This design comes from an exercise in tuning for small area, a short achievable clock period and few clock cycles on the open sky130 flow, not from production work. Only simulation tests tie the RTL to the original design; equivalence was not proved. Power and IR drop assume default switching activity.

Design pcm_frame_to_s16_stereo_mono, start of the top module:
module pcm_frame_to_s16_stereo_mono (
  input  logic                              clk_i,
  input  logic                              rst_ni,
  input  logic                              in_valid,
  output logic                              in_ready,
  input  logic [pfs_pkg::SAMPLE_W-1:0]      in_left_sample,
  input  logic [pfs_pkg::SAMPLE_W-1:0]      in_right_sample,
  input  logic                              in_silent,
  input  logic                              in_end_of_packet,
  output logic                              out_valid,
  input  logic                              out_ready,
  output logic signed [pfs_pkg::PCM16_W-1:0] out_left_pcm16,
  output logic signed [pfs_pkg::PCM16_W-1:0] out_right_pcm16,
  output logic signed [pfs_pkg::MONO_W-1:0]  out_mono_level,
  output logic                              out_last_of_packet,
  input  logic                              psel,
  input  logic                              penable,
  input  logic                              pwrite,
  input  logic [pfs_pkg::APB_AW-1:0]        paddr,
  input  logic [pfs_pkg::APB_DW-1:0]        pwdata,
  output logic [pfs_pkg::APB_DW-1:0]        prdata,
  output logic                              pready
);
export LEC_CHECK = 0
export CAP_MARGIN = 20
export CORE_MARGIN = 2
export CORE_UTILIZATION = 40
export PLACE_DENSITY = 0.6
export SETUP_SLACK_MARGIN = 2.5
export SLEW_MARGIN = 20
create_clock -name core_clock -period 6.5 [get_ports {clk_i}]
standard.sh (not shown) runs the stock make flow with config.mk's settings and CLKGATE_MAP_FILE= SYNTH_SCRIPT=/design/flow/synth_recipe.tcl, a recipe that flattens the netlist after the stock synthesis.
==> flow/flow/run.sh <==
#!/bin/bash
set -euo pipefail
export BUFFER_PORTS_ARGS="-buffer_cell sky130_fd_sc_hd__buf_2"
bash standard.sh > standard.log 2>&1
The baseline went through all stages and came out clean.
Testbench counts at the start, summed over its fixed seeds: cycles 18,402.
Next try:
==> flow/flow/run.sh (replaced) <==
#!/bin/bash
set -euo pipefail
export BUFFER_PORTS_ARGS="-buffer_cell sky130_fd_sc_hd__buf_1"
export ADDER_MAP_FILE=
bash standard.sh > standard.log 2>&1
--- a/flow/config.mk
+++ b/flow/config.mk
@@ -10,0 +11,2 @@
+export CTS_BUF_LIST = sky130_fd_sc_hd__clkbuf_8
+export CTS_CLUSTER_SIZE = 30
@@ -12 +14 @@
-export SETUP_SLACK_MARGIN = 2.5
+export SETUP_SLACK_MARGIN = 2.75
Result: The changed run finished clean. Synthesized cell count came out higher by about a fifth. Flip-flop and latch count does not change. Routed wire length climbs by about a fifth. Design area rises by roughly a tenth. Combinational power came out higher by a quarter to a third.
Next try:
--- a/flow/flow/run.sh
+++ b/flow/flow/run.sh
@@ -4 +3,0 @@
-export ADDER_MAP_FILE=
--- a/flow/config.mk
+++ b/flow/config.mk
@@ -13 +13 @@
-export PLACE_DENSITY = 0.6
+export PLACE_DENSITY = 0.5
Design area drops by 9.6%.
Total power fell by 10%.
Critical path depth does not change.
Die area decreases by 8.6%.
Flip-flop and latch count is unchanged.
Worst hold slack is about the same.
Sequential power went down by about 6%.
Next try:
--- a/flow/config.mk
+++ b/flow/config.mk
@@ -13,2 +13,2 @@
-export PLACE_DENSITY = 0.5
-export SETUP_SLACK_MARGIN = 2.75
+export PLACE_DENSITY = 0.6
+export SETUP_SLACK_MARGIN = 2.5
What happened: Via count came out higher by 0.78%; power came out lower by 3.4%; fmax came out lower by 4.2%; die area stays the same; global-route usage came out lower by 1.0 points; final cell count came out lower by 1.3%; clock-buffer cell count does not change; register-to-register slack gets worse by 0.19 ns.
Next try:
--- a/flow/flow/run.sh
+++ b/flow/flow/run.sh
@@ -3,0 +4 @@
+export RECOVER_POWER=100
--- a/flow/config.mk
+++ b/flow/config.mk
@@ -10 +10 @@
-export CORE_UTILIZATION = 40
+export CORE_UTILIZATION = 50
@@ -13,2 +13,2 @@
-export PLACE_DENSITY = 0.6
-export SETUP_SLACK_MARGIN = 2.5
+export PLACE_DENSITY = 0.65
+export SETUP_SLACK_MARGIN = 2.75
The changed run completed and failed the layout checks on capacitance limit, slew limit.
Combinational power came out higher by a few percent.
Non-clock buffer count goes up by 32.
Power climbs by a few percent.
Routed wire length went up slightly.
Critical path depth drops by 5.
Global-route usage increases by 5.8 points.
Die area shrinks by about a fifth.
Clock-buffer cell count does not change.
Area after synthesis is unchanged.
Final area climbs slightly.
Next try:
==> flow/flow/run.sh (replaced) <==
#!/bin/bash
set -euo pipefail
export BUFFER_PORTS_ARGS="-buffer_cell sky130_fd_sc_hd__buf_2"
bash standard.sh > standard.log 2>&1
--- a/flow/config.mk
+++ b/flow/config.mk
@@ -7,0 +8 @@
+export ABC_CLOCK_PERIOD_IN_PS = 3500
@@ -10 +11 @@
-export CORE_UTILIZATION = 50
+export CORE_UTILIZATION = 40
@@ -12,3 +13,2 @@
-export CTS_CLUSTER_SIZE = 30
-export PLACE_DENSITY = 0.65
-export SETUP_SLACK_MARGIN = 2.75
+export PLACE_DENSITY = 0.6
+export SETUP_SLACK_MARGIN = 2.5
- The changed run completed without violations
- register-to-register slack gains 0.25 ns
- combinational power fell by about 4%
- cell count rises by 3.6%
- setup slack gains 0.24 ns
- synthesized area does not change

========
pcm_frame_to_s16_stereo_mono, a different RTL version from the one above (not shown whole).
For scale: ~74 flip-flops, roughly 210 I/O pins, about 12,000 um2 of cells after synthesis.
==> flow/config.mk <==
export PLATFORM = sky130hd
export DESIGN_NAME = pcm_frame_to_s16_stereo_mono
export DESIGN_NICKNAME = pcm_frame_to_s16_stereo_mono
export VERILOG_FILES = /design/flow/design.v
export SDC_FILE = /design/flow/constraint.sdc
export NUM_CORES = 4
export LEC_CHECK = 0
export CAP_MARGIN = 20
export CORE_MARGIN = 2
export CORE_UTILIZATION = 40
export PLACE_DENSITY = 0.6
export SETUP_SLACK_MARGIN = 1.5
export SLEW_MARGIN = 20
==> flow/constraint.sdc <==
create_clock -name core_clock -period 6.5 [get_ports {clk_i}]
set_input_delay 1.3000 -clock core_clock [delete_from_list [all_inputs] [get_ports {clk_i}]]
set_output_delay 1.3000 -clock core_clock [all_outputs]
set_load 0.01 [all_outputs]
run.sh (not shown) runs the stock make flow with config.mk's settings and CLKGATE_MAP_FILE= SYNTH_SCRIPT=/design/flow/synth_recipe.tcl, a recipe that flattens the netlist after the stock synthesis.
Stock flow here: none of the scripts above is used.
The starting point finished with timing, DRC and antenna clean.
Testbench counts at the start, summed over its fixed seeds: cycles 18,402.
==> next run, changes <==
SETUP_SLACK_MARGIN = default   (was 1.5)
Final cell count fell by about 2.8%.
Hold slack degrades by 0.0086 ns.
Core utilization fell by 6.1 points.
Die area stays the same.
Cell area fell by 11%.
Total power fell by 11%.
Flip-flop and latch count is unchanged.

==> re-timing with driven ports <==
No port has a modelled driver above. Below, the same layouts with a new extraction and two added sets of constraints. Step 1 assumes that a clkbuf_16 drives the clock port and a buf_2 every other input. Step 2 adds t to the input delays and takes it off the output delays; t is the mean of the earliest and latest rising clock arrival at the registers after step 1. Input paths then give back, and output paths get back, about the clock's delay inside the block. Slacks: no drivers / after step 1 / after step 2; pairs: no drivers / after step 1.
run | t (ns) | setup slack, ns | worst hold slack (ns)
the first run of note 1 | 0.484 | 2.633 / 2.643 / 2.172 | 0.450 / 0.450 / 0.450
the second run of note 1 | 0.536 | 2.773 / 2.773 / 2.268 | 0.424 / 0.424 / 0.424
the third run of note 1 | 0.489 | 2.862 / 2.883 / 2.394 | 0.426 / 0.426 / 0.426
the fourth run of note 1 | 0.506 | 2.703 / 2.711 / 2.205 | 0.428 / 0.428 / 0.428
the fifth run of note 1 | 0.490 | 2.463 / 2.463 / 2.049 | 0.440 / 0.440 / 0.440
the sixth run of note 1 | 0.508 | 2.702 / 2.708 / 2.208 | 0.457 / 0.457 / 0.457
the first run of note 2 | 0.374 | 0.550 / 0.508 / 0.882 | 0.594 / 0.594 / 0.594
the second run of note 2 | 0.382 | 0.087 / 0.045 / 0.426 | 0.586 / 0.586 / 0.586
For the second run of note 1, which loses most, drivers alone change the setup slack by 0.000 ns; drivers and shift together by -0.505 ns.
